Source: an optimization exercise on an open RTL-to-GDS flow (aim: small area and a short achievable clock period). Production flows keep margins and buffers that such runs may drop.
At most, simulation tests tie the RTL to the original design; equivalence was not proved.
Power figures rest on the tool's default switching activity, not on a simulated workload.

## before
## ram_s1p1c_arb
module ram_s1p1c_arb #(
    parameter  int NUM_REQ    = 4,
    parameter  int WORD_WIDTH = 8,
    parameter  int WORD_COUNT = 256,
    localparam int ADDR_WIDTH = $clog2(WORD_COUNT),
    localparam int ID_WIDTH   = ram_arb_pkg::calc_id_width(NUM_REQ)
) (
    input  logic                                 clk_i,
    input  logic                                 rstn_i,
    input  logic [NUM_REQ-1:0]                   req_valid_i,
    output logic [NUM_REQ-1:0]                   req_ready_o,
    input  logic [NUM_REQ-1:0]                   req_we_i,
    input  logic [NUM_REQ-1:0]                   req_lock_i,
    input  logic [NUM_REQ-1:0][ADDR_WIDTH-1:0]   req_addr_i,
    input  logic [NUM_REQ-1:0][WORD_WIDTH-1:0]   req_data_i,
    output logic [NUM_REQ-1:0]                   rsp_valid_o,
    output logic [ID_WIDTH-1:0]                  rsp_id_o,
    output logic [WORD_WIDTH-1:0]                rsp_data_o
);
For scale: roughly 4600 cells after synthesis, roughly 2200 flip-flops, ~96 I/O pins, about 80000 um^2 of cells after synthesis.
==> flow/config.mk <==
export PLATFORM = sky130hd
export DESIGN_NAME = ram_s1p1c_arb
export DESIGN_NICKNAME = ram_s1p1c_arb
export VERILOG_FILES = /design/flow/design.v
export SDC_FILE = /design/flow/constraint.sdc
export NUM_CORES = 4
export LEC_CHECK = 0
export CAP_MARGIN = 20
export CORE_MARGIN = 2
export CORE_UTILIZATION = 60
export CTS_CLUSTER_DIAMETER = 100
export CTS_CLUSTER_SIZE = 26
export PLACE_DENSITY = 0.7
export SETUP_SLACK_MARGIN = 2.25
export SLEW_MARGIN = 20
export SYNTH_HIERARCHICAL = 1
==> flow/constraint.sdc <==
create_clock -name core_clock -period 5.0 [get_ports {clk_i}]
set_input_delay 1.0000 -clock core_clock [delete_from_list [all_inputs] [get_ports {clk_i}]]
set_output_delay 1.0000 -clock core_clock [all_outputs]
set_load 0.01 [all_outputs]
standard.sh (not shown) runs the stock make flow with config.mk's settings and CLKGATE_MAP_FILE= SYNTH_SCRIPT=/design/flow/synth_recipe.tcl, a recipe that flattens the netlist after the stock synthesis.
==> flow/flow/run.sh <==
#!/bin/bash
# Layout flow: the standard flow, with port buffers of a fixed cell type and with
# resizing free to change a cell's footprint.
export BUFFER_PORTS_ARGS="-buffer_cell sky130_fd_sc_hd__buf_4"
bash standard.sh MATCH_CELL_FOOTPRINT=0 finish > standard.log 2>&1
before went all the way through synthesis, placement and routing and the layout is clean on timing, DRC and antenna.
The inputs of after differ from those of before as listed below.
diff --git a/flow/design.v b/flow/design.v
--- a/flow/design.v
+++ b/flow/design.v
@@ -164,22 +164,24 @@
                     .b1_i (blk_q[i][2*k+1]), .b2_i (req_valid_i[2*k+1]),
                     .y_o  (ub[g][i][k])
                 );
             end
         end
     end
+    logic rst_int;
+    ram_inv u_rst (.a_i (rstn_i), .y_o (rst_int));
     ram_grant #(.N (NUM_REQ)) u_gnt_out (
         .rstn_i (rstn_i), .blk_i (blk_q), .valid_i (req_valid_i), .gnt_o (req_ready_o)
     );
     ram_grant #(.N (NUM_REQ)) u_gnt (
-        .rstn_i (rstn_i), .blk_i (blk_q), .valid_i (req_valid_i), .gnt_o (gnt)
+        .rstn_i (!rst_int), .blk_i (blk_q), .valid_i (req_valid_i), .gnt_o (gnt)
     );
     assign gnt_rd = gnt & ~req_we_i;
     always_comb begin
         for (int i = 0; i < NUM_REQ; i++) begin
-            q_rd[i] = rstn_i & req_valid_i[i] & !req_we_i[i];
+            q_rd[i] = !rst_int & req_valid_i[i] & !req_we_i[i];
             for (int k = 0; k < 4; k++) begin
                 lo_row[i][k] = q_rd[i] & (req_addr_i[i][5:4] == 2'(k));
                 hi_row[i][k] = (req_addr_i[i][7:6] == 2'(k));
                 lo_col[i][k] = req_valid_i[i] & (req_addr_i[i][1:0] == 2'(k));
                 hi_col[i][k] = (req_addr_i[i][3:2] == 2'(k));
             end
@@ -235,13 +237,13 @@
                 end
                 blk_d[i][j] = lock_d ? ((i == j) && !own_d[i]) : is_before;
             end
         end
     end
     always_ff @(posedge clk_i) begin
-        if (!rstn_i) begin
+        if (rst_int) begin
             ptr_q <= NUM_REQ'(1);
             for (int i = 0; i < NUM_REQ; i++) begin
                 for (int j = 0; j < NUM_REQ; j++) begin
                     blk_q[i][j] <= (j < i);
                 end
             end
@@ -273,14 +275,14 @@
     always_comb begin
         rd_id_d = '0;
         for (int i = 0; i < NUM_REQ; i++) begin
             if (gnt_rd[i]) rd_id_d = rd_id_d | ID_WIDTH'(i);
         end
         rd_vld_d = |gnt_rd;
-        data_hold_d = {WORD_WIDTH{rstn_i}} & rdata;
-        id_hold_d   = {ID_WIDTH{rstn_i}} & xid_q;
+        data_hold_d = {WORD_WIDTH{!rst_int}} & rdata;
+        id_hold_d   = {ID_WIDTH{!rst_int}} & xid_q;
         data_oth = rstn_i ? hx_q : data_hold_q;
     end
     for (genvar b = 0; b < WORD_WIDTH; b++) begin : g_rsp_data
         logic n01, n23;
         ram_nor2  u_n01 (.a_i (rgrp_q[b][0]), .b_i (rgrp_q[b][1]), .y_o (n01));
         ram_nor2  u_n23 (.a_i (rgrp_q[b][2]), .b_i (rgrp_q[b][3]), .y_o (n23));
@@ -357,12 +359,18 @@
 module ram_mux2 (
     input  logic s_i, a1_i, a0_i,
     output logic y_o
 );
     assign y_o = s_i ? a1_i : a0_i;
 endmodule
+module ram_inv (
+    input  logic a_i,
+    output logic y_o
+);
+    assign y_o = !a_i;
+endmodule
 module ram_and4 (
     input  logic a_i, b_i, c_i, d_i,
     output logic y_o
 );
     assign y_o = a_i & b_i & c_i & d_i;
 endmodule
### Flow results
after: no failed stages, no open violations at the end
before -> after: power density over the cells decreased slightly
after vs. before: combinational share of power rose by 0.4 points, placer congestion estimate fell by 0.069, critical path depth fell by 5.
after vs before: routed wire length up in after
Starting density of the core: before vs after — no meaningful difference
In the flow results for after and before, the design area is smaller on before.
No functional check of the RTL was part of any run of this note.

* * *

Another version of the RTL of ram_s1p1c_arb (not shown whole).
Size in the first run: ~2200 flip-flops, ~79000 um2 of cells after synthesis.
clock: 5.0 ns
lec_check: 0
cap_margin: 20
core_margin: 2
core_utilization: 60
cts_cluster_diameter: 100
cts_cluster_size: 26
place_density: 0.7
setup_slack_margin: 2.0
slew_margin: 20
synth_hierarchical: 1
Scripts as last shown in full above: flow/flow/run.sh
Next try:
--- a/flow/design.v
+++ b/flow/design.v
@@ -124,21 +124,21 @@
     output logic [NUM_REQ-1:0]                   rsp_valid_o,
     output logic [ID_WIDTH-1:0]                  rsp_id_o,
     output logic [WORD_WIDTH-1:0]                rsp_data_o
 );
     localparam int CB   = ADDR_WIDTH / 2;
     localparam int RB   = ADDR_WIDTH - CB;
     localparam int NCOL = 1 << CB;
     localparam int NROW = 1 << RB;
     logic [NUM_REQ-1:0][NUM_REQ-1:0] blk_q, blk_d;
     logic [NUM_REQ-1:0]    ptr_q;
-    logic [NUM_REQ-1:0]    term, gnt, gnt_rd;
+    logic [NUM_REQ-1:0]    term, term_c, term_w, gnt, gnt_rd;
     logic [NUM_REQ-1:0]    ptr_d, own_d;
     logic                  lock_d;
     logic [NUM_REQ-1:0]                   rd_q;
     logic [ID_WIDTH-1:0]                  rd_id_q, rd_id_d;
     logic [WORD_WIDTH-1:0][NROW/4-1:0]    rgrp_q;
     logic [ID_WIDTH-1:0]                  id_hold_q, id_hold_d, id_hm_q;
     logic [WORD_WIDTH-1:0]                data_hold_q, data_hold_d, data_hm_q;
     logic                                 rd_vld_d;
     logic [NROW-1:0]       x_rd [NUM_REQ];
     logic [NROW-1:0]       x_we [NUM_REQ];
@@ -155,20 +155,26 @@
     logic [WORD_WIDTH-1:0] pw_data_q;
     logic                  hit;
     logic [WORD_WIDTH-1:0] hd_q;
     logic                  nh_q;
     logic [WORD_WIDTH-1:0] rtree;
     logic [ID_WIDTH-1:0]   id_oth;
     for (genvar i = 0; i < NUM_REQ; i++) begin : g_term
         ram_unblk #(.N (NUM_REQ)) u_term (
             .blk_i (blk_q[i]), .valid_i (req_valid_i), .y_o (term[i])
         );
+        ram_unblk #(.N (NUM_REQ)) u_term_c (
+            .blk_i (blk_q[i]), .valid_i (req_valid_i), .y_o (term_c[i])
+        );
+        ram_unblk #(.N (NUM_REQ)) u_term_w (
+            .blk_i (blk_q[i]), .valid_i (req_valid_i), .y_o (term_w[i])
+        );
     end
     ram_grant #(.N (NUM_REQ)) u_gnt_out (
         .rstn_i (rstn_i), .blk_i (blk_q), .valid_i (req_valid_i), .gnt_o (req_ready_o)
     );
     ram_grant #(.N (NUM_REQ)) u_gnt (
         .rstn_i (rstn_i), .blk_i (blk_q), .valid_i (req_valid_i), .gnt_o (gnt)
     );
     assign gnt_rd = gnt & ~req_we_i;
     always_comb begin
         for (int i = 0; i < NUM_REQ; i++) begin
@@ -184,35 +190,35 @@
             x_dat[i] = {WORD_WIDTH{req_valid_i[i]}} & req_data_i[i];
         end
     end
     for (genvar r = 0; r < NROW; r++) begin : g_row_sel
         logic [NUM_REQ-1:0] drd, dwe;
         for (genvar i = 0; i < NUM_REQ; i++) begin : g_req
             assign drd[i] = x_rd[i][r];
             assign dwe[i] = x_we[i][r];
         end
         ram_ao4 u_rd (.sel_i (term), .d_i (drd), .y_o (row_rd[r]));
-        ram_ao4 u_we (.sel_i (term), .d_i (dwe), .y_o (row_we[r]));
+        ram_ao4 u_we (.sel_i (term_w), .d_i (dwe), .y_o (row_we[r]));
     end
     for (genvar c = 0; c < NCOL; c++) begin : g_col_sel
         logic [NUM_REQ-1:0] dc;
         for (genvar i = 0; i < NUM_REQ; i++) begin : g_req
             assign dc[i] = x_col[i][c];
         end
-        ram_ao4 u_col (.sel_i (term), .d_i (dc), .y_o (col[c]));
+        ram_ao4 u_col (.sel_i (term_c), .d_i (dc), .y_o (col[c]));
     end
     for (genvar b = 0; b < WORD_WIDTH; b++) begin : g_dat_sel
         logic [NUM_REQ-1:0] dd;
         for (genvar i = 0; i < NUM_REQ; i++) begin : g_req
             assign dd[i] = x_dat[i][b];
         end
-        ram_ao4 u_dat (.sel_i (term), .d_i (dd), .y_o (wdata[b]));
+        ram_ao4 u_dat (.sel_i (term_w), .d_i (dd), .y_o (wdata[b]));
     end
     always_comb begin
         own_d  = gnt & req_lock_i;
         lock_d = |own_d;
         for (int i = 0; i < NUM_REQ; i++) begin
             ptr_d[i] = (|gnt) ? gnt[(i + NUM_REQ - 1) % NUM_REQ] : ptr_q[i];
         end
         for (int i = 0; i < NUM_REQ; i++) begin
             for (int j = 0; j < NUM_REQ; j++) begin
                 logic is_before;
@@ -305,16 +311,32 @@
     assign y_o = !(|(blk_i & valid_i));
 endmodule
 module ram_grant #(
     parameter int N = 4
 ) (
     input  logic                  rstn_i,
     input  logic [N-1:0][N-1:0]   blk_i,
     input  logic [N-1:0]          valid_i,
     output logic [N-1:0]          gnt_o
 );
-    always_comb begin
-        for (int i = 0; i < N; i++) begin
-            gnt_o[i] = rstn_i & valid_i[i] & !(|(blk_i[i] & valid_i));
-        end
+    for (genvar i = 0; i < N; i++) begin : g_req
+        logic y01, y23;
+        ram_aoi22 u_a01 (.a1_i (blk_i[i][0]), .a2_i (valid_i[0]),
+                         .b1_i (blk_i[i][1]), .b2_i (valid_i[1]), .y_o (y01));
+        ram_aoi22 u_a23 (.a1_i (blk_i[i][2]), .a2_i (valid_i[2]),
+                         .b1_i (blk_i[i][3]), .b2_i (valid_i[3]), .y_o (y23));
+        ram_and4  u_and (.a_i (rstn_i), .b_i (valid_i[i]), .c_i (y01), .d_i (y23),
+                         .y_o (gnt_o[i]));
     end
 endmodule
+module ram_aoi22 (
+    input  logic a1_i, a2_i, b1_i, b2_i,
+    output logic y_o
+);
+    assign y_o = !((a1_i & a2_i) | (b1_i & b2_i));
+endmodule
+module ram_and4 (
+    input  logic a_i, b_i, c_i, d_i,
+    output logic y_o
+);
+    assign y_o = a_i & b_i & c_i & d_i;
+endmodule
Effect: Cell area stays flat; first-iteration DRC count goes down by a little under a tenth; cell count rises slightly; combinational power came out lower by a few percent; clock-buffer cell count climbs by 14; maximum frequency is lower slightly; utilization came out lower by 0.11 points; synthesized cell count rises slightly; area after synthesis increases slightly; power barely changes; global-route usage goes down by 0.30 points; clock skew went up by 12 ps; clock power stays flat.
The RTL of the second run of this note was laid out without a check of its function.

re-timing with driven ports:
How much do the figures lean on ideal ports? The routed layouts below were timed once more, with nothing changed but the port constraints.
Step 1 assumes that a clkbuf_16 drives the clock port and a buf_2 every other input.
Step 2 times the ports against the registers' clock, not the clock port: input delays grow and output delays shrink by t, the midpoint of the rising clock arrivals with the driver on.
Slacks: no drivers / after step 1 / after step 2; pairs: no drivers / after step 1.
| run | t, ns | setup WS [ns] | worst setup path at the end | latest minus earliest clock arrival (ns) | pins driven straight from the clock port |
|---|---|---|---|---|---|
| before | 0.809 | 2.099 / 1.929 / 1.157 | input to register | 0.062 / 0.061 | 1 |
| after | 0.838 | 2.022 / 1.957 / 1.260 | input to register | 0.035 / 0.036 | 1 |
| the first run of note 2 | 0.822 | 1.945 / 1.850 / 1.043 | input to register | 0.035 / 0.036 | 1 |
| the second run of note 2 | 0.810 | 1.922 / 1.739 / 1.106 | input to register | 0.048 / 0.048 | 1 |
After both steps setup and hold are still met in every run listed. The setup slack of before, which loses most, moves by -0.170 ns with the drivers and by -0.942 ns with both steps.
